Context: an optimization exercise on an open-source flow, tuned for small area, a short achievable clock period and few clock cycles per item. The choices shown serve that exercise and are no tape-out recipe.
Function was checked by simulation only, so behaviour that the tests miss may differ from the original.

File: flow/design.v
package rfa_pkg;
  localparam logic [2:0] KIND_ADD = 3'd0;
  localparam logic [2:0] KIND_SUB = 3'd1;
  localparam logic [2:0] KIND_MUL = 3'd2;
  localparam logic [2:0] KIND_DIV = 3'd3;
  localparam logic [2:0] KIND_CMP = 3'd4;
  localparam logic [2:0] KIND_RED = 3'd5;
  localparam logic [1:0] ST_OK   = 2'd0;
  localparam logic [1:0] ST_ZDEN = 2'd1;
  localparam logic [1:0] ST_DIV0 = 2'd2;
  localparam logic [1:0] ST_OVF  = 2'd3;
  localparam logic [1:0] ORD_LT = 2'd0;
  localparam logic [1:0] ORD_EQ = 2'd1;
  localparam logic [1:0] ORD_GT = 2'd2;
endpackage
import rfa_pkg::*;
module rfa_gcd (
  input  logic        clk,
  input  logic        rst_n,
  input  logic        start,       
  input  logic        direct,      
  input  logic [1:0]  st,          
  input  logic [1:0]  ord,         
  input  logic        neg,         
  input  logic        last,
  input  logic [63:0] a_in,        
  input  logic [63:0] b_in,        
  input  logic        grant,       
  output logic        free,        
  output logic        rv,          
  output logic [31:0] r_mag,       
  output logic        r_neg,
  output logic [30:0] r_den,
  output logic [1:0]  r_st,
  output logic [1:0]  r_ord,
  output logic        r_last
);
  localparam logic [1:0] G_IDLE  = 2'd0;
  localparam logic [1:0] G_START = 2'd1;    
  localparam logic [1:0] G_GCD   = 2'd2;
  localparam logic [1:0] G_HOLD  = 2'd3;    
  function automatic logic [1:0] tz_f(input logic [3:0] v);
    if (v[1])      tz_f = 2'd0;
    else if (v[2]) tz_f = 2'd1;
    else if (v[3]) tz_f = 2'd2;
    else           tz_f = 2'd3;
  endfunction
  function automatic logic [63:0] shr_f(input logic [63:0] v, input logic [1:0] k);
    case (k)
      2'd0:    shr_f = {1'b0, v[63:1]};
      2'd1:    shr_f = {2'b0, v[63:2]};
      2'd2:    shr_f = {3'b0, v[63:3]};
      default: shr_f = {4'b0, v[63:4]};
    endcase
  endfunction
  function automatic logic [30:0] shl_f(input logic [30:0] v, input logic [1:0] k);
    case (k)
      2'd0:    shl_f = {v[29:0], 1'b0};
      2'd1:    shl_f = {v[28:0], 2'b0};
      2'd2:    shl_f = {v[27:0], 3'b0};
      default: shl_f = {v[26:0], 4'b0};
    endcase
  endfunction
  function automatic logic shl_ovf_f(input logic [30:0] v, input logic [1:0] k);
    case (k)
      2'd0:    shl_ovf_f = v[30];
      2'd1:    shl_ovf_f = |v[30:29];
      2'd2:    shl_ovf_f = |v[30:28];
      default: shl_ovf_f = |v[30:27];
    endcase
  endfunction
  logic [1:0]  gs_r;
  logic [63:0] a_r, b_r;
  logic [30:0] A1_r, B1_r, A2_r, B2_r;
  logic        gneg_r, glast_r, hovf_r;
  logic [1:0]  gst_r, gord_r;
  logic [64:0] dab, ub;
  logic        eq, gt, ae, be, odd, c_both, c_a, c_b;
  logic [1:0]  tza, tzb, tzd, shmin;
  logic [63:0] px, pg, pp;
  always_comb begin
    px = a_r ^ ~b_r;
    pg = a_r & ~b_r;
    pp = px;
    for (int l = 0; l < 6; l++)
      for (int i = 63; i >= 0; i--)
        if ((i >> l) & 1) begin
          pg[i] = pg[i] | (pp[i] & pg[((i >> l) << l) - 1]);
          pp[i] = pp[i] & pp[((i >> l) << l) - 1];
        end
    dab[0] = ~px[0];
    ub[0]  = ~px[0];
    for (int i = 1; i < 64; i++) begin
      dab[i] = px[i] ^ (pg[i-1] | pp[i-1]);
      ub[i]  = ~(px[i] ^ pg[i-1]);
    end
    dab[64] = ~(pg[63] | pp[63]);    
    ub[64]  = pg[63];                
  end
  assign eq   = pp[63];            
  assign gt   = ub[64];             
  assign ae   = !a_r[0];
  assign be   = !b_r[0];
  assign odd  = !ae && !be;
  assign c_both = ae && be;
  assign c_a  = ae && !be;
  assign c_b  = !ae && be;
  assign tza  = tz_f(a_r[3:0]);
  assign tzb  = tz_f(b_r[3:0]);
  assign tzd  = tz_f(dab[3:0]);
  assign shmin = (tza < tzb) ? tza : tzb;
  logic        hold;
  logic [31:0] sumA, sum2;
  logic [1:0]  shA, shB;
  logic        upd_a;
  assign hold  = gs_r == G_HOLD;
  assign sumA  = {1'b0, A1_r} + {1'b0, hold ? 31'd0 : B1_r};
  assign sum2  = {1'b0, A2_r} + {1'b0, hold ? 31'd0 : B2_r};
  assign shA   = c_a ? tza : tzd;
  assign shB   = c_b ? tzb : tzd;
  assign upd_a = c_a || (odd && gt);    
  logic ovf_step, ovf_end, done;
  assign ovf_end = sumA[31] || sum2[31];
  assign done    = odd && eq;
  always_comb begin
    if (c_both) ovf_step = 1'b0;
    else if (upd_a)
      ovf_step = shl_ovf_f(A1_r, shA) || shl_ovf_f(A2_r, shA) || (odd && ovf_end);
    else
      ovf_step = shl_ovf_f(B1_r, shB) || shl_ovf_f(B2_r, shB) || (odd && ovf_end);
  end
  logic rzero, rovf, wr;
  always_comb begin
    rv    = 1'b0;
    rzero = 1'b1;    
    rovf  = 1'b0;
    case (gs_r)
      G_START: rv = 1'b1;
      G_GCD: begin
        if (done) begin
          rv    = 1'b1;
          rovf  = ovf_end;
          rzero = ovf_end;
        end else begin
          rv    = ovf_step;
          rovf  = 1'b1;
        end
      end
      G_HOLD: begin
        rv    = 1'b1;
        rovf  = hovf_r;
        rzero = hovf_r;
      end
      default: ;
    endcase
  end
  assign wr     = rv && grant;
  assign free   = (gs_r == G_IDLE) || wr;
  assign r_mag  = rzero ? 32'd0 : sumA;
  assign r_neg  = gneg_r && !rzero;
  assign r_den  = rzero ? 31'd1 : sum2[30:0];
  assign r_st   = (gs_r == G_START) ? gst_r : rovf ? ST_OVF : ST_OK;
  assign r_ord  = (gs_r == G_START) ? gord_r : ORD_LT;
  assign r_last = glast_r;
  logic [1:0] gs_n;
  always_comb begin
    gs_n = gs_r;
    if (start) gs_n = direct ? G_START : G_GCD;
    else if (wr) gs_n = G_IDLE;
    else if (rv && gs_r == G_GCD) gs_n = G_HOLD;
    if (!rst_n) gs_n = G_IDLE;
  end
  logic [63:0] a_src, b_src;
  logic [1:0]  a_sh, b_sh;
  assign a_src = odd ? dab[63:0] : a_r;
  assign b_src = odd ? ub[63:0] : b_r;
  assign a_sh  = c_both ? shmin : shA;
  assign b_sh  = c_both ? shmin : shB;
  always_ff @(posedge clk) begin
    gs_r <= gs_n;
    if (gs_r == G_GCD) hovf_r <= !done || ovf_end;
    if (start) begin
      glast_r <= last;
      gst_r   <= st;
      gord_r  <= ord;
      gneg_r  <= neg;
      a_r     <= a_in;
      b_r     <= b_in;
      A1_r    <= 31'd1;
      B1_r    <= 31'd0;
      A2_r    <= 31'd0;
      B2_r    <= 31'd1;
    end else if (gs_r == G_GCD) begin
      if (c_both || upd_a) a_r <= shr_f(a_src, a_sh);
      if (!upd_a)          b_r <= shr_f(b_src, b_sh);
      if (!c_both) begin
        if (upd_a) begin
          A1_r <= shl_f(A1_r, shA);
          A2_r <= shl_f(A2_r, shA);
          if (odd) begin
            B1_r <= sumA[30:0];
            B2_r <= sum2[30:0];
          end
        end else begin
          B1_r <= shl_f(B1_r, shB);
          B2_r <= shl_f(B2_r, shB);
          if (odd) begin
            A1_r <= sumA[30:0];
            A2_r <= sum2[30:0];
          end
        end
      end
    end
  end
endmodule
import rfa_pkg::*;
module rational_fraction_alu_core (
  input  logic               clk,
  input  logic               rst_n,
  input  logic               in_valid,
  output logic               in_ready,
  input  logic [2:0]         in_kind,
  input  logic signed [31:0] in_a_num,
  input  logic signed [31:0] in_a_den,
  input  logic signed [31:0] in_b_num,
  input  logic signed [31:0] in_b_den,
  output logic               out_valid,
  input  logic               out_ready,
  output logic signed [31:0] out_res_num,
  output logic [30:0]        out_res_den,
  output logic [1:0]         out_order,
  output logic [1:0]         out_status,
  output logic               out_last
);
  localparam logic [3:0] M_IDLE  = 4'd0;
  localparam logic [3:0] M_XY    = 4'd1;    
  localparam logic [3:0] M_X     = 4'd2;    
  localparam logic [3:0] M_D     = 4'd3;    
  localparam logic [3:0] M_RA    = 4'd4;    
  localparam logic [3:0] M_RB    = 4'd5;    
  localparam logic [3:0] M_FIN   = 4'd6;    
  localparam logic [3:0] M_RWAIT = 4'd7;    
  localparam logic [3:0] M_ERR   = 4'd8;    
  localparam logic [3:0] M_SKIP  = 4'd9;    
  function automatic logic [1:0] top_f(input logic [31:0] m, input logic s);
    logic c1, c2, c3;
    c1 = s & (&m[7:0]);
    c2 = c1 & (&m[15:8]);
    c3 = c2 & (&m[23:16]);
    if ((|m[31:24]) | c3)      top_f = 2'd3;
    else if ((|m[23:16]) | c2) top_f = 2'd2;
    else if ((|m[15:8]) | c1)  top_f = 2'd1;
    else                       top_f = 2'd0;
  endfunction
  logic [31:0] m_an, m_ad, m_bn, m_bd;
  logic        z_an, z_ad, z_bn, z_bd, sa_in, sb_in;
  logic [1:0]  top_an, top_ad, top_bd, top_bn;
  assign m_an   = in_a_num ^ {32{in_a_num[31]}};
  assign m_ad   = in_a_den ^ {32{in_a_den[31]}};
  assign m_bn   = in_b_num ^ {32{in_b_num[31]}};
  assign m_bd   = in_b_den ^ {32{in_b_den[31]}};
  assign z_an   = in_a_num == 32'd0;
  assign z_ad   = in_a_den == 32'd0;
  assign z_bn   = in_b_num == 32'd0;
  assign z_bd   = in_b_den == 32'd0;
  assign sa_in  = (in_a_num[31] ^ in_a_den[31]) && !z_an;
  assign sb_in  = (in_b_num[31] ^ in_b_den[31]) && !z_bn;
  assign top_an = top_f(m_an, in_a_num[31]);
  assign top_ad = top_f(m_ad, in_a_den[31]);
  assign top_bd = top_f(m_bd, in_b_den[31]);
  assign top_bn = top_f(m_bn, in_b_num[31]);
  logic [1:0] tan_r, tad_r, tbd_r, tbn_r;
  logic       same_r;    
  always_ff @(posedge clk) begin
    tan_r <= top_an;
    same_r <= rst_n && in_valid && !in_ready_r;
    tad_r <= top_ad;
    tbd_r <= top_bd;
    tbn_r <= top_bn;
  end
  logic [3:0]  ms_r;
  logic [2:0]  mk_r;
  logic        mhalf_r, mfirst_r, mph_r, msub_r, msa_r, msb_r, mzd_r;
  logic [1:0]  mcnt_r, mst_r;
  logic        mswx_r, mswy_r, mswd_r;    
  logic [63:0] M1_r, M2_r;
  logic        hv_r, hcmp_r, hlast_r, hsub_r, hsa_r, hsy_r, hneg_r;
  logic [1:0]  hst_r;
  logic [31:0] pm_r;
  logic [7:0]  ch_r;
  logic        p_en, p_first, p_shift, p_sub, p_copy;
  logic        ov_r, last_r, in_ready_r, tok_r, htok_r;
  logic [31:0] onum_r;
  logic [30:0] oden_r;
  logic [1:0]  sto_r, ordo_r;
  logic        free0, free1, rv0, rv1, start0, start1;
  logic [31:0] mag0, mag1;
  logic        neg0, neg1;
  logic [30:0] den0, den1;
  logic [1:0]  st0, st1, ord0, ord1;
  logic        last0, last1;
  logic out_free, handoff, wr;
  assign out_free = !ov_r || out_ready;
  assign wr       = (tok_r ? rv1 : rv0) && out_free;    
  assign handoff  = hv_r && (htok_r ? free1 : free0);
  assign start0   = handoff && !htok_r;
  assign start1   = handoff && htok_r;
  localparam logic [2:0] O_AN = 3'd0, O_BN = 3'd1, O_AD = 3'd2, O_BD = 3'd3, O_ONE = 3'd4;
  function automatic logic [1:0] min2_f(input logic [1:0] x, input logic [1:0] y);
    min2_f = (x < y) ? x : y;
  endfunction
  function automatic logic [1:0] max2_f(input logic [1:0] x, input logic [1:0] y);
    max2_f = (x < y) ? y : x;
  endfunction
  logic [2:0]  psel, qsel;
  logic [1:0]  idx;
  logic        s1_en, s1_first, s1_shift, s1_sub, s1_copy;
  logic [31:0] pm, qm, qabs;
  logic        ps, qs;
  logic [7:0]  qk;
  logic disp;
  assign disp = (ms_r == M_IDLE) && in_valid && (!hv_r || handoff);
  logic [2:0] fk;
  logic [1:0] tdq, d_idx, f_idx;
  logic       d_sw, f_swx, f_swy;
  assign fk    = (ms_r == M_IDLE) ? in_kind : mk_r;
  assign tdq   = (fk == KIND_DIV) ? tbn_r : tbd_r;
  assign d_sw  = tad_r < tdq;
  assign d_idx = min2_f(tad_r, tdq);
  assign f_swy = tbn_r < tad_r;
  always_comb begin
    if (fk == KIND_MUL) begin
      f_swx = tan_r < tbn_r;
      f_idx = min2_f(tan_r, tbn_r);
    end else if (fk == KIND_DIV) begin
      f_swx = tan_r < tbd_r;
      f_idx = min2_f(tan_r, tbd_r);
    end else begin
      f_swx = tan_r < tbd_r;
      f_idx = max2_f(min2_f(tan_r, tbd_r), min2_f(tbn_r, tad_r));
    end
  end
  logic swd, swx;
  assign swd = mfirst_r ? d_sw : mswd_r;
  assign swx = mfirst_r ? f_swx : mswx_r;
  always_comb begin
    psel     = O_AN;
    qsel     = O_ONE;
    idx      = 2'd0;
    s1_en    = 1'b0;
    s1_first = 1'b1;
    s1_shift = 1'b1;
    s1_sub   = 1'b0;
    s1_copy  = 1'b0;
    case (ms_r)
      M_IDLE: begin
        s1_en = disp && same_r && (in_kind <= KIND_RED);
        if (in_kind == KIND_RED) begin
          psel = O_AD;                                    
        end else if (in_kind == KIND_CMP) begin
          psel = f_swx ? O_BD : O_AN;                     
          qsel = f_swx ? O_AN : O_BD;
          idx  = f_idx;
        end else begin
          psel = !d_sw ? O_AD : (in_kind == KIND_DIV) ? O_BN : O_BD;    
          qsel = d_sw ? O_AD : (in_kind == KIND_DIV) ? O_BN : O_BD;
          idx  = d_idx;
        end
      end
      M_D: begin
        s1_en = 1'b1;
        s1_first = mfirst_r;
        idx  = mfirst_r ? d_idx : mcnt_r;
        psel = !swd ? O_AD : (mk_r == KIND_DIV) ? O_BN : O_BD;
        qsel = swd ? O_AD : (mk_r == KIND_DIV) ? O_BN : O_BD;
      end
      M_XY: begin
        s1_en = 1'b1;
        if (!mph_r) begin
          psel = swx ? O_BD : O_AN;
          qsel = swx ? O_AN : O_BD;
          idx  = mfirst_r ? f_idx : mcnt_r;
          s1_first = mfirst_r;
          s1_copy  = mfirst_r && (mk_r != KIND_CMP);
        end else begin
          psel = mswy_r ? O_AD : O_BN;
          qsel = mswy_r ? O_BN : O_AD;
          idx  = mcnt_r;
          s1_first = 1'b0; s1_shift = 1'b0; s1_sub = msub_r;
        end
      end
      M_X: begin
        s1_en = 1'b1;
        idx   = mfirst_r ? f_idx : mcnt_r;
        s1_first = mfirst_r;
        s1_copy  = mfirst_r;
        if (mk_r == KIND_MUL) begin
          psel = swx ? O_BN : O_AN;
          qsel = swx ? O_AN : O_BN;
        end else begin
          psel = swx ? O_BD : O_AN;
          qsel = swx ? O_AN : O_BD;
        end
      end
      M_RB: begin                                         
        s1_en = 1'b1;
        psel = mhalf_r ? O_BD : O_AD;
      end
      M_RWAIT: begin                                      
        s1_en = handoff;
        psel = O_BD;
      end
      M_RA: begin                                         
        s1_en = 1'b1; s1_copy = 1'b1;
        psel = mhalf_r ? O_BN : O_AN;
      end
      default: ;
    endcase
  end
  always_comb begin
    case (psel)
      O_AN:    begin pm = m_an; ps = in_a_num[31]; end
      O_BN:    begin pm = m_bn; ps = in_b_num[31]; end
      O_AD:    begin pm = m_ad; ps = in_a_den[31]; end
      default: begin pm = m_bd; ps = in_b_den[31]; end
    endcase
    case (qsel)
      O_AN:    begin qm = m_an; qs = in_a_num[31]; end
      O_BN:    begin qm = m_bn; qs = in_b_num[31]; end
      O_AD:    begin qm = m_ad; qs = in_a_den[31]; end
      O_BD:    begin qm = m_bd; qs = in_b_den[31]; end
      default: begin qm = 32'd1; qs = 1'b0; end
    endcase
    qabs = qm + {31'd0, qs};
    case (idx)
      2'd0:    qk = qabs[7:0];
      2'd1:    qk = qabs[15:8];
      2'd2:    qk = qabs[23:16];
      default: qk = qabs[31:24];
    endcase
  end
  always_ff @(posedge clk) begin
    pm_r    <= pm + {31'd0, ps};    
    ch_r    <= qk;
    p_en    <= s1_en && rst_n;
    p_first <= s1_first;
    p_shift <= s1_shift;
    p_sub   <= s1_sub;
    p_copy  <= s1_en && s1_copy;
  end
  logic [63:0] base, sum, acc_next;
  logic [63:0] r [0:8];
  logic [63:0] l1s [0:2], l1c [0:2];
  logic [63:0] l2s [0:1], l2c [0:1];
  logic [63:0] l3s, l3c, l4s, l4c;
  assign base = p_first ? 64'd0 : p_shift ? {M1_r[55:0], 8'd0} : p_sub ? ~M1_r : M1_r;
  always_comb begin
    for (int j = 0; j < 8; j++) r[j] = ch_r[j] ? ({32'd0, pm_r} << j) : 64'd0;
    r[8] = base;
    for (int j = 0; j < 3; j++) begin
      l1s[j] = r[3*j] ^ r[3*j+1] ^ r[3*j+2];
      l1c[j] = ((r[3*j] & r[3*j+1]) | (r[3*j] & r[3*j+2]) | (r[3*j+1] & r[3*j+2])) << 1;
    end
    l2s[0] = l1s[0] ^ l1c[0] ^ l1s[1];
    l2c[0] = ((l1s[0] & l1c[0]) | (l1s[0] & l1s[1]) | (l1c[0] & l1s[1])) << 1;
    l2s[1] = l1c[1] ^ l1s[2] ^ l1c[2];
    l2c[1] = ((l1c[1] & l1s[2]) | (l1c[1] & l1c[2]) | (l1s[2] & l1c[2])) << 1;
    l3s = l2s[0] ^ l2c[0] ^ l2s[1];
    l3c = ((l2s[0] & l2c[0]) | (l2s[0] & l2s[1]) | (l2c[0] & l2s[1])) << 1;
    l4s = l3s ^ l3c ^ l2c[1];
    l4c = ((l3s & l3c) | (l3s & l2c[1]) | (l3c & l2c[1])) << 1;
  end
  always_comb begin
    logic [63:0] g, pr, x;
    x  = l4s ^ l4c;
    g  = l4s & l4c;
    pr = x;
    for (int l = 0; l < 6; l++)
      for (int i = 63; i >= 0; i--)
        if ((i >> l) & 1) begin
          g[i]  = g[i] | (pr[i] & g[((i >> l) << l) - 1]);
          pr[i] = pr[i] & pr[((i >> l) << l) - 1];
        end
    sum[0] = x[0];
    for (int i = 1; i < 64; i++) sum[i] = x[i] ^ g[i-1];
  end
  assign acc_next = p_sub ? ~sum : sum;
  always_ff @(posedge clk) begin
    if (p_copy) M2_r <= M1_r;
    if (p_en)   M1_r <= acc_next;
  end
  logic [3:0] ms_n;
  logic [2:0] mk_n;
  logic [1:0] mcnt_n, mst_n;
  logic       mhalf_n, mfirst_n, mph_n, msub_n, msa_n, msb_n, mzd_n, hv_n, hset;
  logic       mswx_n, mswy_n, mswd_n;
  logic       dnext;    
  always_comb begin
    ms_n     = ms_r;
    mk_n     = mk_r;
    mcnt_n   = mcnt_r;
    mst_n    = mst_r;
    mhalf_n  = mhalf_r;
    mfirst_n = mfirst_r;
    mph_n    = mph_r;
    msub_n   = msub_r;
    msa_n    = msa_r;
    msb_n    = msb_r;
    mzd_n    = mzd_r;
    mswx_n   = mswx_r;
    mswy_n   = mswy_r;
    mswd_n   = mswd_r;
    hset     = 1'b0;
    dnext    = 1'b0;
    case (ms_r)
      M_IDLE: begin
        if (disp) begin
          mk_n     = in_kind;
          msa_n    = sa_in;
          msb_n    = sb_in;
          msub_n   = (in_kind == KIND_CMP) || (sa_in != (sb_in ^ (in_kind == KIND_SUB)));
          mfirst_n = 1'b1;
          mph_n    = 1'b0;
          mhalf_n  = 1'b0;
          mzd_n    = z_ad;
          mst_n    = (in_kind == KIND_DIV && !z_ad && !z_bd) ? ST_DIV0 : ST_ZDEN;
          if (in_kind > KIND_RED) ms_n = M_SKIP;
          else if (in_kind <= KIND_CMP && (z_ad || z_bd)) ms_n = M_ERR;
          else if (in_kind == KIND_DIV && z_bn) ms_n = M_ERR;
          else if (!same_r) begin
            ms_n = (in_kind == KIND_RED) ? M_RB : (in_kind == KIND_CMP) ? M_XY : M_D;
          end else if (in_kind == KIND_RED) begin
            ms_n = M_RA;                         
          end else if (in_kind == KIND_CMP) begin
            mswx_n   = f_swx;                    
            mswy_n   = f_swy;
            mcnt_n   = f_idx;
            mph_n    = 1'b1;
            mfirst_n = 1'b0;
            ms_n     = M_XY;
          end else begin
            mswd_n   = d_sw;                     
            mcnt_n   = d_idx - 2'd1;
            mfirst_n = d_idx == 2'd0;
            if (d_idx == 2'd0) dnext = 1'b1;
            else ms_n = M_D;
          end
        end
      end
      M_D: begin
        if (mfirst_r) mswd_n = d_sw;
        mfirst_n = 1'b0;
        mcnt_n   = idx - 2'd1;
        if (idx == 2'd0) begin
          mfirst_n = 1'b1;
          dnext    = 1'b1;
        end
      end
      M_XY: begin
        mfirst_n = 1'b0;
        if (!mph_r) begin
          mph_n  = 1'b1;
          mcnt_n = idx;
          if (mfirst_r) begin
            mswx_n = f_swx;
            mswy_n = f_swy;
          end
        end else begin
          mph_n  = 1'b0;
          mcnt_n = idx - 2'd1;
          if (idx == 2'd0) ms_n = M_FIN;
        end
      end
      M_X: begin
        if (mfirst_r) mswx_n = f_swx;
        mfirst_n = 1'b0;
        mcnt_n   = idx - 2'd1;
        if (idx == 2'd0) ms_n = M_FIN;
      end
      M_RB: begin
        mzd_n = mhalf_r ? z_bd : z_ad;
        ms_n  = M_RA;
      end
      M_RWAIT: begin
        if (handoff) begin
          mhalf_n = 1'b1;
          mzd_n   = z_bd;
          ms_n    = M_RA;
        end
      end
      M_RA: ms_n = M_FIN;
      M_FIN: begin
        hset = 1'b1;
        ms_n = (mk_r == KIND_RED && !mhalf_r) ? M_RWAIT : M_IDLE;
      end
      M_ERR: begin
        hset = 1'b1;
        ms_n = M_IDLE;
      end
      M_SKIP: ms_n = M_IDLE;
      default: ms_n = M_IDLE;
    endcase
    if (dnext) begin
      mph_n = 1'b0;
      ms_n  = (mk_n == KIND_MUL || mk_n == KIND_DIV) ? M_X : M_XY;
    end
    if (!rst_n) ms_n = M_IDLE;
  end
  assign hv_n = rst_n && (hset || (hv_r && !handoff));
  always_ff @(posedge clk) begin
    ms_r     <= ms_n;
    mk_r     <= mk_n;
    mcnt_r   <= mcnt_n;
    mst_r    <= mst_n;
    mhalf_r  <= mhalf_n;
    mfirst_r <= mfirst_n;
    mph_r    <= mph_n;
    msub_r   <= msub_n;
    msa_r    <= msa_n;
    msb_r    <= msb_n;
    mzd_r    <= mzd_n;
    mswx_r   <= mswx_n;
    mswy_r   <= mswy_n;
    mswd_r   <= mswd_n;
    hv_r     <= hv_n;
    in_ready_r <= (ms_n == M_FIN && mk_n != KIND_RED) || (ms_n == M_ERR) || (ms_n == M_SKIP)
               || (ms_n == M_RA && mhalf_n);
    if (hset) begin
      hst_r   <= (ms_r == M_ERR) ? mst_r : (mk_r == KIND_RED && mzd_r) ? ST_ZDEN : ST_OK;
      hcmp_r  <= (ms_r != M_ERR) && (mk_r == KIND_CMP);
      hlast_r <= !(mk_r == KIND_RED && !mhalf_r);
      hsub_r  <= msub_r && (mk_r == KIND_ADD || mk_r == KIND_SUB || mk_r == KIND_CMP);
      hsa_r   <= msa_r;
      hsy_r   <= msb_r ^ (mk_r == KIND_SUB);
      if (mk_r == KIND_ADD || mk_r == KIND_SUB) hneg_r <= msa_r;
      else if (mk_r == KIND_MUL || mk_r == KIND_DIV) hneg_r <= msa_r ^ msb_r;
      else hneg_r <= mhalf_r ? msb_r : msa_r;
    end
  end
  assign in_ready = in_ready_r;
  logic        m1_zero, m1_neg, direct, gneg;
  logic [1:0]  hord;
  logic [63:0] a_in;
  assign m1_zero = M1_r == 64'd0;
  assign m1_neg  = hsub_r && M1_r[63];
  assign direct  = (hst_r != ST_OK) || hcmp_r || m1_zero;    
  assign gneg    = m1_neg ? hsy_r : hneg_r;
  assign a_in    = m1_neg ? -M1_r : M1_r;
  always_comb begin
    if (!hcmp_r) hord = ORD_LT;
    else if (hsa_r != hsy_r) hord = hsa_r ? ORD_LT : ORD_GT;
    else if (m1_zero) hord = ORD_EQ;
    else hord = (M1_r[63] ^ hsa_r) ? ORD_LT : ORD_GT;
  end
  rfa_gcd u_g0 (
    .clk (clk), .rst_n (rst_n), .start (start0), .direct (direct), .st (hst_r),
    .ord (hord), .neg (gneg), .last (hlast_r), .a_in (a_in), .b_in (M2_r),
    .grant (out_free && !tok_r), .free (free0), .rv (rv0), .r_mag (mag0), .r_neg (neg0),
    .r_den (den0), .r_st (st0), .r_ord (ord0), .r_last (last0)
  );
  rfa_gcd u_g1 (
    .clk (clk), .rst_n (rst_n), .start (start1), .direct (direct), .st (hst_r),
    .ord (hord), .neg (gneg), .last (hlast_r), .a_in (a_in), .b_in (M2_r),
    .grant (out_free && tok_r), .free (free1), .rv (rv1), .r_mag (mag1), .r_neg (neg1),
    .r_den (den1), .r_st (st1), .r_ord (ord1), .r_last (last1)
  );
  logic [31:0] omag;
  logic        oneg;
  assign omag = tok_r ? mag1 : mag0;
  assign oneg = tok_r ? neg1 : neg0;
  always_ff @(posedge clk) begin
    ov_r <= rst_n && (wr || (ov_r && !out_ready));
    if (wr) begin
      onum_r <= oneg ? -omag : omag;
      oden_r <= tok_r ? den1 : den0;
      sto_r  <= tok_r ? st1 : st0;
      ordo_r <= tok_r ? ord1 : ord0;
      last_r <= tok_r ? last1 : last0;
    end
    if (!rst_n) begin
      tok_r  <= 1'b0;
      htok_r <= 1'b0;
    end else begin
      if (wr) tok_r <= !tok_r;
      if (handoff) htok_r <= !htok_r;
    end
  end
  assign out_valid   = ov_r;
  assign out_res_num = onum_r;
  assign out_res_den = oden_r;
  assign out_order   = ordo_r;
  assign out_status  = sto_r;
  assign out_last    = last_r;
endmodule
File: flow/run.sh
#!/bin/bash
# synth_recipe.tcl (not shown) runs the flow's synth.tcl, then flattens the netlist and writes it again
# the make line also repeats each setting of config.mk as NAME=value (left out here)
make -C /OpenROAD-flow-scripts/flow DESIGN_CONFIG=/design/flow/config.mk WORK_HOME=/design/flow/orfs CLKGATE_MAP_FILE= SYNTH_SCRIPT=/design/flow/synth_recipe.tcl finish
File: flow/config.mk
export PLATFORM = sky130hd
export DESIGN_NAME = rational_fraction_alu_core
export DESIGN_NICKNAME = rational_fraction_alu_core
export VERILOG_FILES = /design/flow/design.v
export SDC_FILE = /design/flow/constraint.sdc
export NUM_CORES = 4
export LEC_CHECK = 0
export CAP_MARGIN = 30
export CORE_MARGIN = 2
export CORE_UTILIZATION = 60
export SETUP_SLACK_MARGIN = 5
export SLEW_MARGIN = 30
File: flow/constraint.sdc
create_clock -name core_clock -period 11.0 [get_ports {clk}]
set_input_delay 2.2000 -clock core_clock [delete_from_list [all_inputs] [get_ports {clk}]]
set_output_delay 2.2000 -clock core_clock [all_outputs]
set_load 0.01 [all_outputs]
==> results of run 1 <==
-- synthesized netlist by cell type (all sizes together) (28+ instances only) --
cell | instances | share of area (%)
nand4 | 61 | 0.52
nand2 | 1317 | 6.2
o211ai | 112 | 1.1
a21boi | 28 | 0.26
o21a | 66 | 0.62
inv | 602 | 2.8
buf | 103 | 0.56
a221oi | 28 | 0.31
mux2i | 567 | 7.1
xnor2 | 444 | 4.9
clkbuf | 532 | 2.5
ha | 353 | 5.5
o21bai | 39 | 0.37
nor2 | 911 | 4.3
nor3 | 177 | 1.1
a31oi | 103 | 0.81
a21oi | 805 | 5.1
and3 | 77 | 0.60
o22ai | 36 | 0.28
mux4 | 33 | 0.93
or3 | 54 | 0.42
dfxtp | 320 | 8.0
a22o | 37 | 0.41
nor2b | 50 | 0.39
nand2b | 70 | 0.55
a22oi | 86 | 0.81
o21ai | 413 | 2.6
and2 | 361 | 2.8
mux2 | 51 | 0.73
fa | 237 | 5.9
o31ai | 29 | 0.27
a311oi | 90 | 1.0
xor2 | 292 | 3.2
nor4 | 45 | 0.45
a21o | 136 | 1.3
nand3 | 221 | 1.4
a211oi | 220 | 2.1
edfxtp | 486 | 18
-- metal layers --
metal	vias up	wire length [um]
met5	-	34
met4	6	15900
met3	767	30400
met2	4404	126000
met1	37200	115000
li1	34800	-
-- logic make-up (layout without fill, tap and decap cells) --
kind of cell | after synthesis | count (layout)
flops | 806 | 806
xor+xnor | 736 | 736
other cells | 0 | 4
mux | 651 | 651
fa+ha+maj | 590 | 590
simple gates | 3460 | 3467
buf+inv | 1238 | 1261
compound gates | 2424 | 2426
-- worst max path at each step --
stage	start	end	slack (ps)	cells after the start
2_1_floorplan	in_kind[2]	pm_r[29]	4370	28
3_3_place_gp	in_kind[2]	ch_r[6]	2760	17
3_5_place_dp	in_kind[2]	ch_r[6]	2630	18
4_1_cts	in_kind[2]	ch_r[4]	5000	21
5_1_grt	pm_r[4]	M1_r[17]	4730	23
6_report	M1_r[0]	M1_r[17]	4890	22
-- worst max-delay path, delay by kind of cell, from the launching register on --
family / cells / cell delay (ps)
AND/OR/NAND/NOR: 1 / 170
adder cells (fa/ha/maj): 6 / 2450
buffers and inverters: 4 / 600
AO/OA/AOI/OAI: 9 / 1710
flip-flops: 1 / 590
XOR/XNOR: 2 / 300
-- area by class of cell --
cell class	count	area, sq um	area share, %
diodes	4	10.0	0.0112
clock buffers	133	2720	3.04
clock inverters	43	455	0.509
inverters	603	2300	2.58
multi-input cells	7870	55700	62.3
flip-flops and latches	806	21000	23.5
well taps	1755	2200	2.46
repair buffers	481	4950	5.54
repair inverters	1	8.76	0.00980
-- placed cells by master (no fill, tap or decap), types with 88 or more instances in the layout --
cell	n
sky130_fd_sc_hd__nor2_1	891
sky130_fd_sc_hd__ha_1	332
sky130_fd_sc_hd__o21ai_0	374
sky130_fd_sc_hd__a21oi_1	782
sky130_fd_sc_hd__and2_1	359
sky130_fd_sc_hd__inv_1	594
sky130_fd_sc_hd__a311oi_1	88
sky130_fd_sc_hd__a31oi_1	98
sky130_fd_sc_hd__o211ai_1	112
sky130_fd_sc_hd__clkdlybuf4s50_1	197
sky130_fd_sc_hd__dfxtp_1	301
sky130_fd_sc_hd__xnor2_1	438
sky130_fd_sc_hd__nor3_1	161
sky130_fd_sc_hd__a211oi_1	209
sky130_fd_sc_hd__fa_1	230
sky130_fd_sc_hd__mux2i_1	562
sky130_fd_sc_hd__xor2_1	292
sky130_fd_sc_hd__buf_4	202
sky130_fd_sc_hd__nand2_1	1311
sky130_fd_sc_hd__edfxtp_1	486
sky130_fd_sc_hd__nand3_1	218
sky130_fd_sc_hd__a21o_1	134
sky130_fd_sc_hd__clkbuf_16	102
-- stage by stage --
step                      utilization [%]  cell area, sq um
after global placement               63.1             83000
after detailed placement             63.1             83000
after global routing                 67.9             89400
final                                67.9             89400
after CTS                            66.6             87700
after floorplan                         -             80200
-- registers in the layout, indices dropped and copies added (netlist names), 32 cells and up --
name      flops
M1_r         64
M2_r         64
u_g0.a_r     64
u_g0.b_r     64
u_g1.a_r     64
u_g1.b_r     64
onum_r       32
pm_r         32
-- what timing repair did --
action	in CTS	in global routing
gates resized for setup	150	176
setup buffers	74	75
setup endpoints to repair	885	474
cloned	14	7
pin swaps	30	84
==> flow_results.xml, run 1 <==
<?xml version="1.0" encoding="UTF-8"?>
<metrics>
  <group name="placed_design">
    <metric name="post-dp-hpwl" unit="mm">202</metric>
    <metric name="pre_cts_slack" unit="ps">2630</metric>
    <metric name="dp.cells" unit="">11300</metric>
    <metric name="buffer_ports.inserted" unit="">204</metric>
    <metric name="place.gp.congestion" unit="">1.00</metric>
  </group>
  <group name="global_routing">
    <metric name="initial_antenna_violation_count" unit="">7</metric>
    <metric name="grt_start_max_net_pins" unit="">110</metric>
    <metric name="top_usage_layer" unit="">met2</metric>
    <metric name="groute.layer.met2.usage" unit="%">62.2</metric>
    <metric name="grt_pass1_wl" unit="mm">431</metric>
    <metric name="grtUsageMet3" unit="%">8.43</metric>
    <metric name="gr-usage-all-layers" unit="%">40.6</metric>
    <metric name="vias_in_the_first_global_route" unit="">72500</metric>
    <metric name="grt_overflow" unit="">0</metric>
    <metric name="gr-usage-met1" unit="%">54.5</metric>
  </group>
  <group name="timing">
    <metric name="hold_slack" unit="ps">440</metric>
    <metric name="slew_headroom" unit="%">30.2</metric>
    <metric name="final.setup_skew" unit="ps">61.8</metric>
    <metric name="tightestPinTransition" unit="ps">1050</metric>
    <metric name="fin_crit_period" unit="ps">6110</metric>
    <metric name="max_freq" unit="MHz">164</metric>
    <metric name="hold_viol" unit="">0</metric>
    <metric name="final-max-slew-violation-count" unit="">0</metric>
    <metric name="layout_worst_path_cycle_share" unit="%">55.5</metric>
    <metric name="setup_viol_count_final" unit="">0</metric>
    <metric name="totalNegativeSetupSlack" unit="ps">0</metric>
    <metric name="finalWorstSetupSlack" unit="ps">4890</metric>
    <metric name="rsz0062_at_grt" unit="">yes</metric>
  </group>
  <group name="drt">
    <metric name="initialDrtViolationCount" unit="">9408</metric>
    <metric name="avgRoutedWirePerCell" unit="um">24.6</metric>
    <metric name="finalWirelength" unit="mm">288</metric>
    <metric name="detail_route.vias_per_cell" unit="">6.60</metric>
    <metric name="drtPass1Iterations" unit="">6</metric>
    <metric name="drtAntennaViolNets" unit="">0</metric>
    <metric name="drc_errors" unit="">0</metric>
    <metric name="via_count" unit="">77200</metric>
  </group>
  <group name="yosys">
    <metric name="netlist_instances" unit="">9905</metric>
    <metric name="synthesis.area_per_instance" unit="sq um">8.05</metric>
    <metric name="post_synth_num_cell_types" unit="">104</metric>
    <metric name="ys_seq_elements" unit="">806</metric>
    <metric name="synth_seq_area_share" unit="%">26.3</metric>
    <metric name="synthSimpleGateAreaFrac" unit="%">20.0</metric>
    <metric name="synth_top_family_by_area" unit="">simple AND/OR/NAND/NOR gates</metric>
    <metric name="syn-cell-area" unit="sq um">79800</metric>
    <metric name="yosys-mux-area-fraction" unit="%">8.78</metric>
    <metric name="synth-edff-count" unit="">486</metric>
    <metric name="post_synth_fa_ha_maj_area_fraction" unit="%">11.5</metric>
    <metric name="ys_dominant_reg_cell" unit="">sky130_fd_sc_hd__edfxtp_1</metric>
    <metric name="yosys_warnings" unit="">7</metric>
    <metric name="async_reset_ff_share" unit="%">0</metric>
    <metric name="syn-num-nets" unit="">10600</metric>
    <metric name="synthXorXnorAreaFrac" unit="%">8.08</metric>
    <metric name="synth_compound_gate_area_share" unit="%">19.5</metric>
  </group>
  <group name="worst_setup_path">
    <metric name="ff2ff_path_depth" unit="">22</metric>
    <metric name="setup.reg_to_reg.worst_slack" unit="ps">4890</metric>
    <metric name="slowest_delay" unit="ps">590</metric>
    <metric name="worst-path-max-fanout" unit="">3</metric>
    <metric name="crit_chain" unit="">clkinvlp_4 -&gt; a211oi_4 -&gt; fa_1 -&gt; fa_1 -&gt; fa_1 -&gt; inv_1 -&gt; fa_1 -&gt; inv_2 -&gt; ha_4 -&gt; o21a_1 -&gt; nor2_2 -&gt; a21oi_4 -&gt; buf_6 -&gt; a21o_1 -&gt; a21o_1 -&gt; a21o_1 -&gt; a21o_1 -&gt; a21o_1 -&gt; a21o_1 -&gt; fa_2 -&gt; xnor2_2 -&gt; xnor2_1</metric>
    <metric name="crit-reg2reg-capture" unit="">M1_r[17]</metric>
    <metric name="path_common_cell" unit="">sky130_fd_sc_hd__a21o_1</metric>
    <metric name="worstSetupPathType" unit="">reg -&gt; reg</metric>
    <metric name="cpMaxStageDelayCell" unit="">sky130_fd_sc_hd__edfxtp_1</metric>
    <metric name="timing.rr.start" unit="">M1_r[0]</metric>
    <metric name="setup.worst_path.start_class" unit="">flip-flop</metric>
    <metric name="cp.arrival" unit="ps">6560</metric>
    <metric name="critical_path.endpoint_type" unit="">flip-flop</metric>
    <metric name="critPathRequiredTime" unit="ps">11450</metric>
  </group>
  <group name="outcome">
    <metric name="run_status" unit="">no timing/DRC/antenna violations</metric>
  </group>
  <group name="cts">
    <metric name="htree_levels" unit="">3</metric>
    <metric name="clockRootBuffer" unit="">sky130_fd_sc_hd__clkbuf_16</metric>
    <metric name="cts-buffers-inserted" unit="">95</metric>
    <metric name="clock_path_buffers" unit="">3</metric>
    <metric name="clock_latency" unit="ps">750</metric>
    <metric name="clkTransAtPathRegs" unit="ps">60</metric>
    <metric name="cts_tree" unit="">yes</metric>
    <metric name="clock_sinks" unit="">806</metric>
    <metric name="ctsHoldBuffers" unit="">0</metric>
  </group>
  <group name="layout">
    <metric name="final_nets" unit="">10600</metric>
    <metric name="fillers" unit="">10800</metric>
    <metric name="share_of_layout_cells_above_drive_strength_1" unit="%">8.56</metric>
    <metric name="area_delta_synth_final" unit="%">12.1</metric>
    <metric name="fin_cells" unit="">11700</metric>
  </group>
  <group name="floorplan">
    <metric name="initial_utilization" unit="%">60.6</metric>
    <metric name="area_enclosed_by_the_die_boundary" unit="sq um">136000</metric>
    <metric name="core_box_area" unit="sq um">132000</metric>
    <metric name="die_h" unit="um">369</metric>
    <metric name="die_width" unit="um">369</metric>
    <metric name="boundaryPins" unit="">205</metric>
    <metric name="std_cell_rows" unit="">133</metric>
  </group>
  <group name="min_path">
    <metric name="min-delay-path-class" unit="">reg -&gt; reg</metric>
    <metric name="min_to" unit="">same_r</metric>
    <metric name="hold_depth" unit="">1</metric>
    <metric name="timing.hold.worst.start" unit="">in_ready_r</metric>
  </group>
  <group name="flow_run">
    <metric name="drv.max_cap_violation_count" unit="">0</metric>
  </group>
</metrics>
Testbench counts, summed over its fixed seeds: cycles 14,808, items 1,280.
==> inputs of run 2 (changes only) <==
--- a/flow/design.v
+++ b/flow/design.v
@@ -76,7 +76,7 @@
   logic [1:0]  gst_r, gord_r;
   logic [64:0] dab, ub;
   logic        eq, gt, ae, be, odd, c_both, c_a, c_b;
-  logic [1:0]  tza, tzb, tzd, shmin;
+  logic [1:0]  tza, tzb, tzd;
   logic [63:0] px, pg, pp;
   always_comb begin
     px = a_r ^ ~b_r;
@@ -108,27 +108,26 @@
   assign tza  = tz_f(a_r[3:0]);
   assign tzb  = tz_f(b_r[3:0]);
   assign tzd  = tz_f(dab[3:0]);
-  assign shmin = (tza < tzb) ? tza : tzb;
+  logic        sel_b;               
+  logic [1:0]  sh;
+  logic [63:0] a_src, a_next, b_next;
+  assign sel_b  = c_b || (odd && !gt);
+  assign sh     = c_both ? 2'd0 : c_a ? tza : c_b ? tzb : tzd;
+  assign a_src  = odd ? (sel_b ? ub[63:0] : dab[63:0]) : (sel_b ? b_r : a_r);
+  assign a_next = shr_f(a_src, sh);
+  assign b_next = c_both ? {1'b0, b_r[63:1]} : sel_b ? a_r : b_r;
   logic        hold;
   logic [31:0] sumA, sum2;
-  logic [1:0]  shA, shB;
-  logic        upd_a;
+  logic [30:0] col1, col2;
   assign hold  = gs_r == G_HOLD;
-  assign sumA  = {1'b0, A1_r} + {1'b0, hold ? 31'd0 : B1_r};
-  assign sum2  = {1'b0, A2_r} + {1'b0, hold ? 31'd0 : B2_r};
-  assign shA   = c_a ? tza : tzd;
-  assign shB   = c_b ? tzb : tzd;
-  assign upd_a = c_a || (odd && gt);    
+  assign sumA  = {1'b0, hold ? 31'd0 : A1_r} + {1'b0, B1_r};
+  assign sum2  = {1'b0, hold ? 31'd0 : A2_r} + {1'b0, B2_r};
+  assign col1  = sel_b ? B1_r : A1_r;    
+  assign col2  = sel_b ? B2_r : A2_r;
   logic ovf_step, ovf_end, done;
-  assign ovf_end = sumA[31] || sum2[31];
-  assign done    = odd && eq;
-  always_comb begin
-    if (c_both) ovf_step = 1'b0;
-    else if (upd_a)
-      ovf_step = shl_ovf_f(A1_r, shA) || shl_ovf_f(A2_r, shA) || (odd && ovf_end);
-    else
-      ovf_step = shl_ovf_f(B1_r, shB) || shl_ovf_f(B2_r, shB) || (odd && ovf_end);
-  end
+  assign ovf_end  = sumA[31] || sum2[31];
+  assign done     = odd && eq;
+  assign ovf_step = !c_both && (shl_ovf_f(col1, sh) || shl_ovf_f(col2, sh) || (odd && ovf_end));
   logic rzero, rovf, wr;
   always_comb begin
     rv    = 1'b0;
@@ -170,12 +169,6 @@
     else if (rv && gs_r == G_GCD) gs_n = G_HOLD;
     if (!rst_n) gs_n = G_IDLE;
   end
-  logic [63:0] a_src, b_src;
-  logic [1:0]  a_sh, b_sh;
-  assign a_src = odd ? dab[63:0] : a_r;
-  assign b_src = odd ? ub[63:0] : b_r;
-  assign a_sh  = c_both ? shmin : shA;
-  assign b_sh  = c_both ? shmin : shB;
   always_ff @(posedge clk) begin
     gs_r <= gs_n;
     if (gs_r == G_GCD) hovf_r <= !done || ovf_end;
@@ -184,31 +177,26 @@
       gst_r   <= st;
       gord_r  <= ord;
       gneg_r  <= neg;
-      a_r     <= a_in;
-      b_r     <= b_in;
-      A1_r    <= 31'd1;
-      B1_r    <= 31'd0;
-      A2_r    <= 31'd0;
-      B2_r    <= 31'd1;
-    end else if (gs_r == G_GCD) begin
-      if (c_both || upd_a) a_r <= shr_f(a_src, a_sh);
-      if (!upd_a)          b_r <= shr_f(b_src, b_sh);
-      if (!c_both) begin
-        if (upd_a) begin
-          A1_r <= shl_f(A1_r, shA);
-          A2_r <= shl_f(A2_r, shA);
-          if (odd) begin
-            B1_r <= sumA[30:0];
-            B2_r <= sum2[30:0];
-          end
-        end else begin
-          B1_r <= shl_f(B1_r, shB);
-          B2_r <= shl_f(B2_r, shB);
-          if (odd) begin
-            A1_r <= sumA[30:0];
-            A2_r <= sum2[30:0];
-          end
-        end
+    end
+    a_r <= start ? a_in : a_next;
+    b_r <= start ? b_in : b_next;
+    if (start) begin
+      A1_r <= 31'd1;
+      A2_r <= 31'd0;
+    end else if (!c_both) begin
+      A1_r <= shl_f(col1, sh);
+      A2_r <= shl_f(col2, sh);
+    end
+    if (start) begin
+      B1_r <= 31'd0;
+      B2_r <= 31'd1;
+    end else if (gs_r == G_GCD && !c_both) begin
+      if (odd) begin
+        B1_r <= sumA[30:0];
+        B2_r <= sum2[30:0];
+      end else if (c_b) begin
+        B1_r <= A1_r;
+        B2_r <= A2_r;
       end
     end
   end
@@ -623,8 +611,9 @@
     mswy_r   <= mswy_n;
     mswd_r   <= mswd_n;
     hv_r     <= hv_n;
-    in_ready_r <= (ms_n == M_FIN && mk_n != KIND_RED) || (ms_n == M_ERR) || (ms_n == M_SKIP)
-               || (ms_n == M_RA && mhalf_n);
+    in_ready_r <= (ms_n == M_XY && mph_n && mcnt_n == 2'd0)
+               || (ms_n == M_X && (mfirst_n ? f_idx == 2'd0 : mcnt_n == 2'd0))
+               || (ms_n == M_ERR) || (ms_n == M_SKIP) || (ms_n == M_RA && mhalf_n);
     if (hset) begin
       hst_r   <= (ms_r == M_ERR) ? mst_r : (mk_r == KIND_RED && mzd_r) ? ST_ZDEN : ST_OK;
       hcmp_r  <= (ms_r != M_ERR) && (mk_r == KIND_CMP);
==> flow_results.xml, run 2 <==
<?xml version="1.0" encoding="UTF-8"?>
<metrics>
  <group name="global_routing">
    <metric name="vias_in_the_first_global_route" unit="">66600</metric>
    <metric name="grt_start_max_net_pins" unit="">145</metric>
    <metric name="grt_overflow" unit="">0</metric>
    <metric name="gr-usage-all-layers" unit="%">38.5</metric>
    <metric name="initial_antenna_violation_count" unit="">9</metric>
    <metric name="grt_pass1_wl" unit="mm">384</metric>
  </group>
  <group name="worst_setup_path">
    <metric name="slowest_delay" unit="ps">510</metric>
    <metric name="worst-path-max-fanout" unit="">7</metric>
    <metric name="setup.worst_path.start" unit="">p_sub</metric>
    <metric name="setup.worst_path.start_class" unit="">flip-flop</metric>
    <metric name="setup.reg_to_reg.worst_slack" unit="ps">4230</metric>
    <metric name="cpMaxStageDelayCell" unit="">sky130_fd_sc_hd__fa_1</metric>
    <metric name="ff2ff_path_depth" unit="">29</metric>
    <metric name="cp.arrival" unit="ps">7210</metric>
    <metric name="critical_path.endpoint_type" unit="">flip-flop</metric>
    <metric name="timing.rr.start" unit="">p_sub</metric>
    <metric name="crit-reg2reg-capture" unit="">M1_r[58]</metric>
    <metric name="worstSetupPathType" unit="">reg -&gt; reg</metric>
    <metric name="critPathRequiredTime" unit="ps">11430</metric>
  </group>
  <group name="flow_run">
    <metric name="drv.max_cap_violation_count" unit="">0</metric>
  </group>
  <group name="layout">
    <metric name="area_delta_synth_final" unit="%">12.9</metric>
    <metric name="share_of_layout_cells_above_drive_strength_1" unit="%">7.94</metric>
    <metric name="final_core_util" unit="%">68.2</metric>
    <metric name="layout_common_cells" unit="">sky130_fd_sc_hd__nand2_1, sky130_fd_sc_hd__a21oi_1, sky130_fd_sc_hd__nor2_1, sky130_fd_sc_hd__inv_1, sky130_fd_sc_hd__o21ai_0</metric>
    <metric name="mostFrequentLayoutCell" unit="">sky130_fd_sc_hd__nand2_1</metric>
    <metric name="final_cell_area" unit="sq um">83100</metric>
    <metric name="final_nets" unit="">10000</metric>
  </group>
  <group name="yosys">
    <metric name="async_reset_ff_share" unit="%">0</metric>
    <metric name="synth_top_family_by_area" unit="">compound AO/OA/AOI/OAI gates</metric>
    <metric name="synthSimpleGateAreaFrac" unit="%">18.4</metric>
    <metric name="post_synth_fa_ha_maj_area_fraction" unit="%">12.3</metric>
    <metric name="synth_compound_gate_area_share" unit="%">21.4</metric>
    <metric name="yosys-mux-area-fraction" unit="%">7.10</metric>
    <metric name="post_synth_num_cell_types" unit="">109</metric>
    <metric name="synth_seq_area_share" unit="%">26.7</metric>
    <metric name="ys_dominant_reg_cell" unit="">sky130_fd_sc_hd__dfxtp_1</metric>
    <metric name="synth.largest_area_cell" unit="">sky130_fd_sc_hd__edfxtp_1</metric>
    <metric name="synthesis.area_per_instance" unit="sq um">7.88</metric>
    <metric name="ys_seq_elements" unit="">804</metric>
    <metric name="synth-edff-count" unit="">355</metric>
    <metric name="yosysMostFrequentCell" unit="">sky130_fd_sc_hd__nand2_1</metric>
    <metric name="synth_top_cells_by_area" unit="">sky130_fd_sc_hd__edfxtp_1, sky130_fd_sc_hd__dfxtp_1, sky130_fd_sc_hd__a21oi_1</metric>
    <metric name="syn-num-nets" unit="">10100</metric>
    <metric name="synth_top_cells_by_count" unit="">sky130_fd_sc_hd__nand2_1, sky130_fd_sc_hd__a21oi_1, sky130_fd_sc_hd__nor2_1</metric>
    <metric name="netlist_instances" unit="">9350</metric>
    <metric name="yosys_warnings" unit="">7</metric>
    <metric name="synthDominantCellAreaShare" unit="%">14.5</metric>
    <metric name="synthXorXnorAreaFrac" unit="%">8.06</metric>
    <metric name="syn-cell-area" unit="sq um">73700</metric>
  </group>
  <group name="placed_design">
    <metric name="post-dp-hpwl" unit="mm">176</metric>
    <metric name="place.gp.congestion" unit="">0.991</metric>
    <metric name="dpl-instance-area" unit="sq um">76800</metric>
    <metric name="buffer_ports.inserted" unit="">204</metric>
  </group>
  <group name="timing">
    <metric name="layout_worst_path_cycle_share" unit="%">61.6</metric>
    <metric name="fin_crit_period" unit="ps">6770</metric>
    <metric name="totalNegativeSetupSlack" unit="ps">0</metric>
    <metric name="rsz0062_at_grt" unit="">yes</metric>
    <metric name="final-max-slew-violation-count" unit="">0</metric>
    <metric name="setup_viol_count_final" unit="">0</metric>
    <metric name="final.setup_skew" unit="ps">65.8</metric>
    <metric name="hold_slack" unit="ps">449</metric>
    <metric name="tightestPinTransition" unit="ps">1040</metric>
    <metric name="hold_viol" unit="">0</metric>
    <metric name="slew_headroom" unit="%">30.5</metric>
    <metric name="max_freq" unit="MHz">148</metric>
  </group>
  <group name="outcome">
    <metric name="run_status" unit="">no timing/DRC/antenna violations</metric>
  </group>
  <group name="min_path">
    <metric name="hold_depth" unit="">1</metric>
    <metric name="timing.hold.worst.start" unit="">in_ready_r</metric>
    <metric name="min_to" unit="">same_r</metric>
    <metric name="min-delay-path-class" unit="">reg -&gt; reg</metric>
  </group>
  <group name="drt">
    <metric name="detail_route.vias_per_cell" unit="">6.47</metric>
    <metric name="avgRoutedWirePerCell" unit="um">23.1</metric>
    <metric name="via_count" unit="">71400</metric>
    <metric name="drtPass1Iterations" unit="">8</metric>
    <metric name="finalWirelength" unit="mm">255</metric>
    <metric name="drc_errors" unit="">0</metric>
    <metric name="initialDrtViolationCount" unit="">8567</metric>
    <metric name="drtAntennaViolNets" unit="">0</metric>
  </group>
  <group name="floorplan">
    <metric name="std_cell_rows" unit="">128</metric>
    <metric name="die_width" unit="um">354</metric>
    <metric name="boundaryPins" unit="">205</metric>
    <metric name="die_h" unit="um">354</metric>
    <metric name="initial_utilization" unit="%">60.4</metric>
    <metric name="area_enclosed_by_the_die_boundary" unit="sq um">126000</metric>
    <metric name="core_box_area" unit="sq um">122000</metric>
  </group>
  <group name="cts">
    <metric name="ctsHoldBuffers" unit="">0</metric>
    <metric name="clock_latency" unit="ps">740</metric>
    <metric name="cts-buffers-inserted" unit="">95</metric>
    <metric name="clock_path_buffers" unit="">3</metric>
    <metric name="cts_tree" unit="">yes</metric>
    <metric name="clkTransAtPathRegs" unit="ps">60</metric>
    <metric name="clock_sinks" unit="">804</metric>
    <metric name="htree_levels" unit="">3</metric>
    <metric name="clockRootBuffer" unit="">sky130_fd_sc_hd__clkbuf_16</metric>
  </group>
</metrics>
[run 2: cell types whose count changed in the layout (fill, tap and decap cells not counted), moves of 112 or more]
cell,change
sky130_fd_sc_hd__edfxtp_1,-131
sky130_fd_sc_hd__nand2_1,-202
sky130_fd_sc_hd__nand3_1,-112
sky130_fd_sc_hd__dfxtp_1,+129
sky130_fd_sc_hd__a21oi_1,+320
sky130_fd_sc_hd__mux2i_1,-113
sky130_fd_sc_hd__o21ai_0,+171
[run 2: area by class of cell]
class / count / area, sq um
inverters: 578 / 2220
flip-flops and latches: 804 / 19700
clock buffers: 144 / 2780
well taps: 1625 / 2030
clock inverters: 35 / 423
repair buffers: 456 / 4830
repair inverters: 1 / 11.3
diodes: 1 / 2.50
multi-input cells: 7393 / 51100
fillers: 10300 / 38800
[run 2: worst max-delay path, delay by kind of cell, from the launching register on]
family	cells	cell delay, ps
fa+ha+maj	5	2220
flops	1	480
simple gates	8	1280
xor+xnor	2	130
buf+inv	6	650
compound gates	8	1740
[run 2: cells by family after synthesis]
logic type | Yosys count
flops | 804
fa+ha+maj | 584
mux | 502
simple gates | 3001
compound gates | 2624
xor+xnor | 678
buf+inv | 1157
[run 2: how the worst max path moves through the flow]
stage,end,slack [ps]
6_report,M1_r[58],4230
3_3_place_gp,ch_r[5],2750
3_5_place_dp,ch_r[5],2750
4_1_cts,M1_r[63],4450
5_1_grt,M1_r[58],4070
2_1_floorplan,ch_r[5],4440
[run 2: per-stage QoR]
| stage | setup slack, ps | instances |
|---|---|---|
| 2_1_floorplan | 4440 | 9350 |
| 3_5_place_dp | 2750 | 10700 |
| 6_report | 4230 | 11000 |
| 5_1_grt | 4070 | 11000 |
| 3_3_place_gp | 2750 | 10700 |
| 4_1_cts | 4450 | 11000 |
[run 2: what timing repair did]
item                                    CTS  global route
resized for setup                       177           154
endpoints found under the setup margin  844           520
setup buffers                            83            56
pin swaps                                54            68
cloned                                   13            10
[run 2: per-layer routing]
metal | track usage, % | vias to the layer above | wire [um]
met1 | 51.2 | 34200 | 103000
met4 | 19.7 | 8 | 14300
met2 | 60.7 | 3829 | 113000
li1 | - | 32600 | -
met3 | 6.34 | 781 | 24000
met5 | 0 | - | 103
Testbench counts of run 2, summed over its fixed seeds: cycles 14,931, items 1,280.
==> inputs of run 3 (changes only) <==
--- a/flow/design.v
+++ b/flow/design.v
@@ -230,6 +230,7 @@
   localparam logic [3:0] M_RWAIT = 4'd7;    
   localparam logic [3:0] M_ERR   = 4'd8;    
   localparam logic [3:0] M_SKIP  = 4'd9;    
+  localparam logic [3:0] M_FIN0  = 4'd10;   
   function automatic logic [1:0] top_f(input logic [31:0] m, input logic s);
     logic c1, c2, c3;
     c1 = s & (&m[7:0]);
@@ -275,7 +276,8 @@
   logic        hv_r, hcmp_r, hlast_r, hsub_r, hsa_r, hsy_r, hneg_r;
   logic [1:0]  hst_r;
   logic [31:0] pm_r;
-  logic [7:0]  ch_r;
+  logic        ps_r, qc_r;
+  logic [7:0]  qk_r;
   logic        p_en, p_first, p_shift, p_sub, p_copy;
   logic        ov_r, last_r, in_ready_r, tok_r, htok_r;
   logic [31:0] onum_r;
@@ -303,7 +305,8 @@
   logic [2:0]  psel, qsel;
   logic [1:0]  idx;
   logic        s1_en, s1_first, s1_shift, s1_sub, s1_copy;
-  logic [31:0] pm, qm, qabs;
+  logic [31:0] pm, qm, qz;
+  logic        qcarry;
   logic        ps, qs;
   logic [7:0]  qk;
   logic disp;
@@ -413,38 +416,41 @@
       default: begin pm = m_bd; ps = in_b_den[31]; end
     endcase
     case (qsel)
-      O_AN:    begin qm = m_an; qs = in_a_num[31]; end
-      O_BN:    begin qm = m_bn; qs = in_b_num[31]; end
-      O_AD:    begin qm = m_ad; qs = in_a_den[31]; end
-      O_BD:    begin qm = m_bd; qs = in_b_den[31]; end
-      default: begin qm = 32'd1; qs = 1'b0; end
+      O_AN:    begin qm = m_an; qz = in_a_num; qs = in_a_num[31]; end
+      O_BN:    begin qm = m_bn; qz = in_b_num; qs = in_b_num[31]; end
+      O_AD:    begin qm = m_ad; qz = in_a_den; qs = in_a_den[31]; end
+      O_BD:    begin qm = m_bd; qz = in_b_den; qs = in_b_den[31]; end
+      default: begin qm = 32'd1; qz = 32'd1; qs = 1'b0; end
     endcase
-    qabs = qm + {31'd0, qs};
     case (idx)
-      2'd0:    qk = qabs[7:0];
-      2'd1:    qk = qabs[15:8];
-      2'd2:    qk = qabs[23:16];
-      default: qk = qabs[31:24];
+      2'd0:    begin qk = qm[7:0];   qcarry = qs; end
+      2'd1:    begin qk = qm[15:8];  qcarry = qs & ~(|qz[7:0]); end
+      2'd2:    begin qk = qm[23:16]; qcarry = qs & ~(|qz[15:0]); end
+      default: begin qk = qm[31:24]; qcarry = qs & ~(|qz[23:0]); end
     endcase
   end
   always_ff @(posedge clk) begin
-    pm_r    <= pm + {31'd0, ps};    
-    ch_r    <= qk;
+    pm_r    <= pm;
+    ps_r    <= ps;
+    qk_r    <= qk;
+    qc_r    <= qcarry;
     p_en    <= s1_en && rst_n;
     p_first <= s1_first;
     p_shift <= s1_shift;
     p_sub   <= s1_sub;
     p_copy  <= s1_en && s1_copy;
   end
-  logic [63:0] base, sum, acc_next;
-  logic [63:0] r [0:8];
-  logic [63:0] l1s [0:2], l1c [0:2];
-  logic [63:0] l2s [0:1], l2c [0:1];
-  logic [63:0] l3s, l3c, l4s, l4c;
-  assign base = p_first ? 64'd0 : p_shift ? {M1_r[55:0], 8'd0} : p_sub ? ~M1_r : M1_r;
+  logic [7:0]  ch;
+  logic [39:0] r [0:8];
+  logic [39:0] l1s [0:2], l1c [0:2];
+  logic [39:0] l2s [0:1], l2c [0:1];
+  logic [39:0] l3s, l3c, l4s, l4c;
+  logic [39:0] s_r, c_r;
+  logic        q_en, q_first, q_shift, q_sub, q_copy;
+  assign ch = qk_r + {7'd0, qc_r};
   always_comb begin
-    for (int j = 0; j < 8; j++) r[j] = ch_r[j] ? ({32'd0, pm_r} << j) : 64'd0;
-    r[8] = base;
+    for (int j = 0; j < 8; j++) r[j] = ch[j] ? ({8'd0, pm_r} << j) : 40'd0;
+    r[8] = ps_r ? {32'd0, ch} : 40'd0;
     for (int j = 0; j < 3; j++) begin
       l1s[j] = r[3*j] ^ r[3*j+1] ^ r[3*j+2];
       l1c[j] = ((r[3*j] & r[3*j+1]) | (r[3*j] & r[3*j+2]) | (r[3*j+1] & r[3*j+2])) << 1;
@@ -458,10 +464,24 @@
     l4s = l3s ^ l3c ^ l2c[1];
     l4c = ((l3s & l3c) | (l3s & l2c[1]) | (l3c & l2c[1])) << 1;
   end
+  always_ff @(posedge clk) begin
+    s_r     <= l4s;
+    c_r     <= l4c;
+    q_en    <= p_en && rst_n;
+    q_first <= p_first;
+    q_shift <= p_shift;
+    q_sub   <= p_sub;
+    q_copy  <= p_copy && rst_n;
+  end
+  logic [63:0] base, t3, u3, sum, acc_next;
+  assign base = q_first ? 64'd0 : q_shift ? {M1_r[55:0], 8'd0} : q_sub ? ~M1_r : M1_r;
+  assign t3   = base ^ {24'd0, s_r} ^ {24'd0, c_r};
+  assign u3   = {(base[62:0] & {23'd0, s_r}) | (base[62:0] & {23'd0, c_r})
+                 | ({23'd0, s_r} & {23'd0, c_r}), 1'b0};
   always_comb begin
     logic [63:0] g, pr, x;
-    x  = l4s ^ l4c;
-    g  = l4s & l4c;
+    x  = t3 ^ u3;
+    g  = t3 & u3;
     pr = x;
     for (int l = 0; l < 6; l++)
       for (int i = 63; i >= 0; i--)
@@ -472,10 +492,10 @@
     sum[0] = x[0];
     for (int i = 1; i < 64; i++) sum[i] = x[i] ^ g[i-1];
   end
-  assign acc_next = p_sub ? ~sum : sum;
+  assign acc_next = q_sub ? ~sum : sum;
   always_ff @(posedge clk) begin
-    if (p_copy) M2_r <= M1_r;
-    if (p_en)   M1_r <= acc_next;
+    if (q_copy) M2_r <= M1_r;
+    if (q_en)   M1_r <= acc_next;
   end
   logic [3:0] ms_n;
   logic [2:0] mk_n;
@@ -556,14 +576,14 @@
         end else begin
           mph_n  = 1'b0;
           mcnt_n = idx - 2'd1;
-          if (idx == 2'd0) ms_n = M_FIN;
+          if (idx == 2'd0) ms_n = M_FIN0;
         end
       end
       M_X: begin
         if (mfirst_r) mswx_n = f_swx;
         mfirst_n = 1'b0;
         mcnt_n   = idx - 2'd1;
-        if (idx == 2'd0) ms_n = M_FIN;
+        if (idx == 2'd0) ms_n = M_FIN0;
       end
       M_RB: begin
         mzd_n = mhalf_r ? z_bd : z_ad;
@@ -576,7 +596,8 @@
           ms_n    = M_RA;
         end
       end
-      M_RA: ms_n = M_FIN;
+      M_RA: ms_n = M_FIN0;
+      M_FIN0: ms_n = M_FIN;
       M_FIN: begin
         hset = 1'b1;
         ms_n = (mk_r == KIND_RED && !mhalf_r) ? M_RWAIT : M_IDLE;
==> flow_results.xml, run 3 <==
<?xml version="1.0" encoding="UTF-8"?>
<metrics>
  <group name="outcome">
    <metric name="run_status" unit="">no timing/DRC/antenna violations</metric>
  </group>
  <group name="yosys">
    <metric name="netlist_instances" unit="">9135</metric>
    <metric name="synthesis.area_per_instance" unit="sq um">8.24</metric>
    <metric name="async_reset_ff_share" unit="%">0</metric>
    <metric name="synth_top_cells_by_area" unit="">sky130_fd_sc_hd__edfxtp_1, sky130_fd_sc_hd__dfxtp_1, sky130_fd_sc_hd__mux2i_1</metric>
  </group>
  <group name="flow_run">
    <metric name="drv.max_cap_violation_count" unit="">0</metric>
  </group>
  <group name="floorplan">
    <metric name="core_box_area" unit="sq um">124000</metric>
  </group>
  <group name="min_path">
    <metric name="timing.hold.worst.start" unit="">p_sub</metric>
  </group>
  <group name="cts">
    <metric name="clkTransAtPathRegs" unit="ps">60</metric>
    <metric name="clock_path_buffers" unit="">3</metric>
    <metric name="htree_levels" unit="">3</metric>
    <metric name="cts-buffers-inserted" unit="">103</metric>
  </group>
  <group name="worst_setup_path">
    <metric name="setup.worst_path.start" unit="">u_g1.gs_r[1]</metric>
  </group>
  <group name="global_routing">
    <metric name="grt_overflow" unit="">0</metric>
    <metric name="initial_antenna_violation_count" unit="">7</metric>
    <metric name="grt_pass1_wl" unit="mm">371</metric>
  </group>
  <group name="timing">
    <metric name="final-max-slew-violation-count" unit="">0</metric>
    <metric name="layout_worst_path_cycle_share" unit="%">53.3</metric>
    <metric name="finalWorstSetupSlack" unit="ps">5130</metric>
  </group>
  <group name="drt">
    <metric name="via_count" unit="">67600</metric>
    <metric name="initialDrtViolationCount" unit="">7278</metric>
  </group>
</metrics>
run 3: changes by cell type after synthesis, sizes merged, moves of 82 or more:
cell,before,now
a21oi,1118,882
mux2i,454,640
nand2,1127,966
nor2b,59,198
nor2,910,810
and2,349,261
dfxtp,449,531
run 3: stage by stage:
step	hold slack, ps	utilization (%)	area, sq um
2_1_floorplan	310	-	75300
3_3_place_gp	322	63.1	78300
3_5_place_dp	327	63.1	78300
4_1_cts	331	66.3	82300
5_1_grt	338	66.7	82800
6_report	330	66.7	82800
run 3: how the worst min path moves through the flow:
stage | cells after the start | end | slack (ps)
final | 0 | q_sub | 330
after detailed placement | 0 | q_sub | 330
after global placement | 0 | q_first | 320
after floorplan | 0 | q_first | 310
after global routing | 0 | q_sub | 340
after CTS | 0 | q_sub | 330
run 3: cells by family (layout without fill, tap and decap cells):
| kind of cell | Yosys count | after routing |
|---|---|---|
| AOI/OAI and AO/OA | 2351 | 2355 |
| DFF | 886 | 886 |
| buffers and inverters | 1169 | 1135 |
| and+or+nand+nor | 2794 | 2797 |
| muxes | 712 | 712 |
| adders and majority gates | 612 | 612 |
| xor gates and xnor gates | 611 | 611 |
| other | 0 | 1 |
run 3: cell type report:
class                      instances  area [sq um]  area share [%]
clock buffer                     133          2860            3.46
sequential                       886         21300            25.7
inverter                         610          2330            2.81
timing repair inverter             1          8.76          0.0106
tap                             1637          2050            2.47
clock inverter                    62           785           0.948
antenna                            1          2.50         0.00302
multi-input combinational       7087         50200            60.7
timing repair buffer             329          3190            3.85
run 3: metal layers:
layer / vias to the layer above / track usage (%) / part of all wire, %
met5: - / 0 / 0.0054
met4: 2 / 15.7 / 4.5
met1: 32400 / 50.2 / 42
li1: 31600 / - / -
met2: 3084 / 57.0 / 44
met3: 536 / 7.15 / 9.4
run 3: what timing repair did:
item,CTS,global route
buffers inserted,11,24
pin swaps,8,14
resized for setup,54,42
cloned,8,2
setup endpoints to repair,639,428
run 3: critical path, cell delays in order (launching register included):
cell and delay (ps):
sky130_fd_sc_hd__dfxtp_2 450, sky130_fd_sc_hd__nand2_2 180, sky130_fd_sc_hd__buf_12 210, sky130_fd_sc_hd__and2_1 180
sky130_fd_sc_hd__ha_1 210, sky130_fd_sc_hd__fa_1 470, sky130_fd_sc_hd__a211oi_2 280, sky130_fd_sc_hd__o21ai_1 150
sky130_fd_sc_hd__a31oi_2 290, sky130_fd_sc_hd__a21oi_2 120, sky130_fd_sc_hd__a221o_1 420, sky130_fd_sc_hd__a31o_2 310
sky130_fd_sc_hd__a211o_2 410, sky130_fd_sc_hd__o21ai_4 270, sky130_fd_sc_hd__buf_12 220, sky130_fd_sc_hd__a22oi_1 130
sky130_fd_sc_hd__ha_1 250, sky130_fd_sc_hd__o221ai_1 130, sky130_fd_sc_hd__or4b_4 250, sky130_fd_sc_hd__nor2_4 70
sky130_fd_sc_hd__nand3_2 120, sky130_fd_sc_hd__nor2_2 70, sky130_fd_sc_hd__a41o_1 240, sky130_fd_sc_hd__xor2_1 140
Testbench counts of run 3, summed over its fixed seeds: cycles 15,204, items 1,280.

==> separate check: timing with driven ports <==
No port has a modelled driver above. Below, the same layouts with a new extraction and two added sets of constraints.
Step 1 assumes that a clkbuf_16 drives the clock port and a buf_2 every other input.
Step 2 adds t to the input delays and takes it off the output delays; t is the mean of the earliest and latest rising clock arrival at the registers after step 1. Input paths then give back, and output paths get back, about the clock's delay inside the block.
Slacks: ideal ports / drivers / drivers and shift; pairs: ideal ports / drivers.
| run | t, ns | setup WS [ns] | worst setup path at the end | clock arrival spread, ns |
|---|---|---|---|---|
| run 1 | 0.804 | 4.892 / 4.892 / 4.209 | input to register | 0.062 / 0.062 |
| run 2 | 0.790 | 4.227 / 4.227 / 4.227 | register to register | 0.066 / 0.066 |
| run 3 | 0.800 | 5.132 / 5.132 / 4.395 | input to register | 0.036 / 0.036 |
After both steps every run listed still meets setup and hold. The setup slack of run 3, which loses most, moves by 0.000 ns with the drivers and by -0.737 ns with both steps.
